Background: an optimization exercise with open tools, aiming at small area, a short achievable clock period and few clock cycles per item. Do not read the settings as production practice.
Where RTL was checked, it was by simulation tests only, not by an equivalence proof against the original.

## job 101
==> flow/design.v (excerpt) <==
module sparse_top #(
  parameter int LANES     = sparse_cfg_pkg::LANES_DEF,
  parameter int DATA_W    = sparse_cfg_pkg::DATA_W_DEF,
  parameter int ACC_W     = sparse_cfg_pkg::ACC_W_DEF,
  parameter int OUT_SHIFT = sparse_cfg_pkg::SHIFT_DEF
) (
  input  logic                    clk,
  input  logic                    rst_n,
  input  logic [LANES*DATA_W-1:0] weights_in,
  input  logic                    weights_valid,
  output logic                    weights_ready,
  input  logic [LANES*DATA_W-1:0] act_packed,
  input  logic [LANES-1:0]        act_mask,
  input  logic                    act_last,
  input  logic                    act_valid,
  output logic                    act_ready,
  output logic [LANES*DATA_W-1:0] out_packed,
  output logic [LANES-1:0]        out_mask,
  output logic                    out_valid,
  input  logic                    out_ready
);
==> flow/config.mk <==
export PLATFORM = sky130hd
export DESIGN_NAME = sparse_top
export DESIGN_NICKNAME = sparse_top
export VERILOG_FILES = /design/flow/design.v
export SDC_FILE = /design/flow/constraint.sdc
export NUM_CORES = 4
export LEC_CHECK = 0
export ABC_AREA = 1
export CAP_MARGIN = 20
export CORE_MARGIN = 2
export CORE_UTILIZATION = 50
export SETUP_SLACK_MARGIN = 4
export SLEW_MARGIN = 20
export TNS_END_PERCENT = 10
==> flow/constraint.sdc <==
create_clock -name core_clock -period 7.0 [get_ports {clk}]
set_input_delay 1.4000 -clock core_clock [delete_from_list [all_inputs] [get_ports {clk}]]
set_output_delay 1.4000 -clock core_clock [all_outputs]
set_load 0.01 [all_outputs]
run.sh (not shown) runs the stock make flow with config.mk's settings and CLKGATE_MAP_FILE= SYNTH_SCRIPT=/design/flow/synth_recipe.tcl, a recipe that flattens the netlist after the stock synthesis.
Testbench counts of job 101, summed over its fixed seeds: cycles 11,168, groups 2,400.
Edits applied to the flow inputs when going from job 101 to job 102:
Settings: CORE_UTILIZATION now 40, was 50; ABC_AREA no longer set, was 1; TNS_END_PERCENT no longer set, was 10.
==> comparison <==
- The end point of the critical path comes out mac.acc_q[3][23] in one run and mac.acc_q[3][21] in the other, namely in job 102 and job 101 respectively.
- Aggregate global-route resource usage (higher): job 101
- The area overhead of the layout relative to synthesis in job 102 sits 12 points above the value recorded for job 101.
- Job 102 reports a higher post-CTS setup buffer count than job 101 does.
- On fraction of area in clock buffers and inverters, job 101 and job 102 are neck and neck.
- Diff job 101 -> job 102 | number of buffers created by CTS | up by a few percent
- Number of non-clock inverters in job 102 is about 46% lower than in job 101
- On job 102: die outline height is about 13% higher than what job 101 gave.

---

## the reference run
sparse_top, a different RTL version from the one above (not shown whole).
Size: about 2800 cells after synthesis, ~110 I/O pins, ~24000 um^2 of cells after synthesis.
clock: 7.0 ns
lec_check: 0
abc_area: 1
cap_margin: 20
core_margin: 2
core_utilization: 50
cts_cluster_diameter: 250
cts_cluster_size: 25
place_density: 0.75
setup_slack_margin: 4
slew_margin: 20
Testbench counts of the reference run, summed over its fixed seeds: cycles 11,168, groups 2,400.
Input changes introduced in the trial run (baseline for comparison: the reference run):
Settings: CORE_UTILIZATION now 40, was 50; PLACE_DENSITY no longer set, was 0.75.
==> summary.txt <==
The trial run went all the way through the flow, and no timing, DRC or antenna check failed. The trial run vs the reference run, worst setup path endpoint: mac.acc_q[0][14]$_DFF_P_ vs mac.acc_q[3][14]$_DFF_P_. Going from the reference run to the trial run, the utilization after layout was found to have gone down by 12 points. Any difference in area occupied by multi-input gates between the trial run and the reference run is small enough to ignore. Global-route usage, the trial run and the reference run: lower on the trial run. [compare] base=the reference run new=the trial run: fmax now sits higher, final design instance area without fill now sits higher.

---

## run A
Another version of the RTL of sparse_top (not shown whole).
Size in the first run: ~3,500 cells after synthesis, roughly 310 flip-flops, ~110 I/O pins, roughly 27,000 um2 of cells after synthesis.
// sparse_top
module sparse_top #(
  parameter int LANES     = sparse_cfg_pkg::LANES_DEF,
  parameter int DATA_W    = sparse_cfg_pkg::DATA_W_DEF,
  parameter int ACC_W     = sparse_cfg_pkg::ACC_W_DEF,
  parameter int OUT_SHIFT = sparse_cfg_pkg::SHIFT_DEF
) (
  input  logic                    clk,
  input  logic                    rst_n,
  input  logic [LANES*DATA_W-1:0] weights_in,
  input  logic                    weights_valid,
  output logic                    weights_ready,
  input  logic [LANES*DATA_W-1:0] act_packed,
  input  logic [LANES-1:0]        act_mask,
  input  logic                    act_last,
  input  logic                    act_valid,
  output logic                    act_ready,
  output logic [LANES*DATA_W-1:0] out_packed,
  output logic [LANES-1:0]        out_mask,
  output logic                    out_valid,
  input  logic                    out_ready
);
  logic [LANES*DATA_W-1:0] lanes_d;
  logic [LANES*ACC_W-1:0]  acc_lanes;
  logic accept, weight_load, s1_en, acc_en, acc_clr, out_load;
  flow_controller controller (
    .clk(clk), .rst_n(rst_n),
    .weights_valid(weights_valid), .weights_ready(weights_ready),
    .act_valid(act_valid), .act_last(act_last), .act_ready(act_ready),
    .out_valid(out_valid), .out_ready(out_ready),
    .accept(accept), .weight_load(weight_load),
    .s1_en(s1_en), .acc_en(acc_en), .acc_clr(acc_clr), .out_load(out_load)
  );
  sparse_decoder #(.LANES(LANES), .DATA_W(DATA_W)) decoder (
    .act_packed(act_packed), .act_mask(act_mask), .lanes_d(lanes_d)
  );
  mac_lanes #(.LANES(LANES), .DATA_W(DATA_W), .ACC_W(ACC_W)) mac (
    .clk(clk),
    .lanes_d(lanes_d), .accept(accept),
  ...
Settings: LEC_CHECK=0, ABC_AREA=1, CAP_MARGIN=20, CORE_MARGIN=2, CORE_UTILIZATION=40, SETUP_SLACK_MARGIN=3.5, SLEW_MARGIN=20; clock period 7.0 ns.
Run A | status: complete | timing, DRC, antenna: pass
diff inputs: run A => run C
Settings: swapping 3.5 for 4 in SETUP_SLACK_MARGIN; clearing ABC_AREA, which used to be 1.
## What came out
Looking at most heavily used metal layer in global routing, the met2 result is from run C; the met1 one comes from run A. Looking at start-to-end type of the worst setup path, the reg2reg result is from run C; the in2reg one comes from run A. Comparing run C and run A, the higher fraction of layout cells with a size suffix above 1 was measured on run C. [compare] base=run A new=run C: instance count after placement with tap cells included now sits lower, via-per-instance ratio now sits higher. Between run A and run C, the flow reports number of buffers outside the clock class in the layout increasing by more than 100%.
Function was not checked in any run of this note: the RTL went through the layout flow alone.

---

== pepper ==
sparse_top with an RTL version that a note above also has.
Size: about 2800 cells after synthesis, ~330 flip-flops, about 110 I/O pins, about 25000 sq um of cells after synthesis.
make LEC_CHECK=0 ABC_AREA=1 CAP_MARGIN=20 CORE_MARGIN=2 CORE_UTILIZATION=50 SETUP_SLACK_MARGIN=3.8 SLEW_MARGIN=20 TNS_END_PERCENT=0 finish   # period 7.0 ns
Testbench counts of pepper, summed over its fixed seeds: cycles 11,168, groups 2,400.
For juniper, these inputs were changed with respect to pepper:
- TNS_END_PERCENT no longer set, was 0
- CTS_CLUSTER_DIAMETER now 171, previously not set
- CTS_CLUSTER_SIZE now 20, previously not set
Taking pepper as the reference, in juniper post-route fraction of the period consumed by the critical path went down; routed length per placed instance rose about 2.1%. Sequential share of layout area, pepper and juniper: smaller value in pepper. Taking pepper as the reference, in juniper area growth from synthesis to final layout saw a decrease. juniper against pepper: global routing usage on met1 up 0.78 points; clock period minus final worst setup slack decreased 0.046 ns; setup slack went up 0.046 ns.
Here is what was changed in the inputs of raven compared with juniper.
- CORE_UTILIZATION now 40, was 50
- SETUP_SLACK_MARGIN now 3.6, was 3.8
- CTS_CLUSTER_SIZE no longer set, was 20
- CTS_CLUSTER_DIAMETER no longer set, was 171
## What came out
The final layout from raven, which completed every stage, passed the timing, DRC and antenna checks at the end of the flow.
Higher global-route usage goes to juniper over raven.
Relative to juniper, raven degrades wire length of the first global-routing pass.
[diff] setup slack, raven relative to juniper: regression
Comparing juniper and raven, the lower total die area is on juniper.
As far as worst stage delay on the critical path is concerned, raven and juniper perform about the same.
Insertion delay to the later sink of the worst-skew pair of juniper is on par with raven.
Density: raven sparser than juniper
Inputs modified between raven and yarrow:
- SETUP_SLACK_MARGIN: 3.6 -> 4.3
==> comparison <==
Design area, raven and yarrow, higher one = yarrow.
yarrow ends up with higher final worst-path setup slack than raven does.
Against raven, yarrow reports a slew at the pin closest to its max-slew limit that is lower.
Setup changes, yarrow to fjord
- SETUP_SLACK_MARGIN changed from 4.3 to 4
## What came out
- In fjord, post-layout utilization of the core is lower than in yarrow.
- The estimated wirelength of the detail-placed design number comes out lower for fjord vs yarrow.
- Number of cells on the worst reg-to-reg path: fjord > yarrow
- From yarrow to fjord the numbers moved as follows: final area fell 3.6%; non-clock buffer total of the final layout fell 21%; fill cell total of the finished layout rose 50.
- Compared with yarrow, in fjord routed wire length decreased by 2.8% relative to the old numbers, top-level port count now sits at about the same level, final cell count fell by about 1%.
## Diff of input files: cedar against fjord
- swapping 40 for 50 in CORE_UTILIZATION
- swapping 4 for 3.8 in SETUP_SLACK_MARGIN
Findings:
- [diff] area of the core, cedar relative to fjord: improvement
- Lower synthesis-to-layout area growth was reported by cedar, not fjord.

---

lane 4:
sparse_top again, from the RTL that the note above started with.
export LEC_CHECK = 0
export ABC_AREA = 1
export CAP_MARGIN = 20
export CORE_MARGIN = 2
export CORE_UTILIZATION = 50
export CTS_CLUSTER_DIAMETER = 250
export CTS_CLUSTER_SIZE = 25
export SETUP_SLACK_MARGIN = 3.8
export SLEW_MARGIN = 20
create_clock -name core_clock -period 7.0 [get_ports {clk}]
Lane 4 completed; timing, DRC and antenna clean
Testbench counts of lane 4, summed over its fixed seeds: cycles 11,168, groups 2,400.
Edits applied to the flow inputs when going from lane 4 to lane 1:
- clearing CTS_CLUSTER_DIAMETER, which used to be 250
- swapping 50 for 60 in CORE_UTILIZATION
- clearing CTS_CLUSTER_SIZE, which used to be 25
Findings:
Looking only at core utilization of the finished layout, and setting everything else aside, the lower value of lane 1 and lane 4 goes to lane 4. Count of plain and timing-repair buffers, lane 1 vs lane 4: down by a few percent. Final standard cell area without fillers, lane 1 and lane 4: lower on lane 4. Lane 1 gives more arrival time of the worst setup path than lane 4 did. Lane 1 leaves less setup margin than lane 4. Lane 1 vs lane 4, cell at the slowest stage of the critical path: sky130_fd_sc_hd__fa_1 vs sky130_fd_sc_hd__nor4_1. NOTE: fraction of area in multi-input gates in lane 1 falls short of that of lane 4.

## port drivers added, routing unchanged
The results above use ideal ports. As a check the final layouts listed here were re-extracted and re-timed, cells and wires unchanged. Step 1 sets driving cells, clkbuf_16 on the clock port and buf_2 on the other inputs (assumed; they add their load-dependent delay and slew). Step 2 times the ports against the registers' clock, not the clock port: input delays grow and output delays shrink by t, the midpoint of the rising clock arrivals with the driver on. Slacks: ideal ports / drivers / drivers and shift; pairs: ideal ports / drivers.
run	t, ns	setup WS [ns]	worst hold slack (ns)	clock arrival spread, ns	worst slew at a driven data input, ns
job 101	0.612	3.946 / 3.946 / 3.444	0.418 / 0.418 / 0.418	0.020 / 0.020	0.04
job 102	0.617	3.380 / 3.380 / 3.380	0.420 / 0.420 / 0.420	0.016 / 0.016	0.05
the reference run	0.577	4.065 / 4.037 / 3.624	0.438 / 0.438 / 0.438	0.030 / 0.030	0.06
the trial run	0.595	4.079 / 4.032 / 3.589	0.444 / 0.444 / 0.444	0.035 / 0.035	0.06
run A	0.623	3.698 / 3.728 / 3.108	0.412 / 0.412 / 0.412	0.030 / 0.029	0.06
run C	0.625	3.528 / 3.528 / 3.459	0.426 / 0.426 / 0.426	0.030 / 0.031	0.05
pepper	0.612	3.876 / 3.876 / 3.349	0.418 / 0.418 / 0.418	0.021 / 0.022	0.04
juniper	0.611	3.922 / 3.922 / 3.430	0.441 / 0.441 / 0.441	0.018 / 0.018	0.04
raven	0.615	3.799 / 3.799 / 3.308	0.426 / 0.426 / 0.426	0.022 / 0.021	0.05
yarrow	0.613	4.085 / 4.085 / 3.848	0.422 / 0.422 / 0.422	0.016 / 0.015	0.06
fjord	0.619	4.038 / 4.012 / 3.577	0.425 / 0.425 / 0.425	0.012 / 0.013	0.06
cedar	0.617	3.925 / 3.925 / 3.410	0.439 / 0.439 / 0.439	0.017 / 0.017	0.04
lane 4	0.593	3.954 / 3.954 / 3.411	0.454 / 0.454 / 0.454	0.028 / 0.027	0.04
lane 1	0.615	3.922 / 3.922 / 3.384	0.426 / 0.426 / 0.426	0.019 / 0.019	0.04
After both steps every run listed still meets setup and hold. For run A, which loses most, drivers alone change the setup slack by +0.030 ns; drivers and shift together by -0.590 ns.
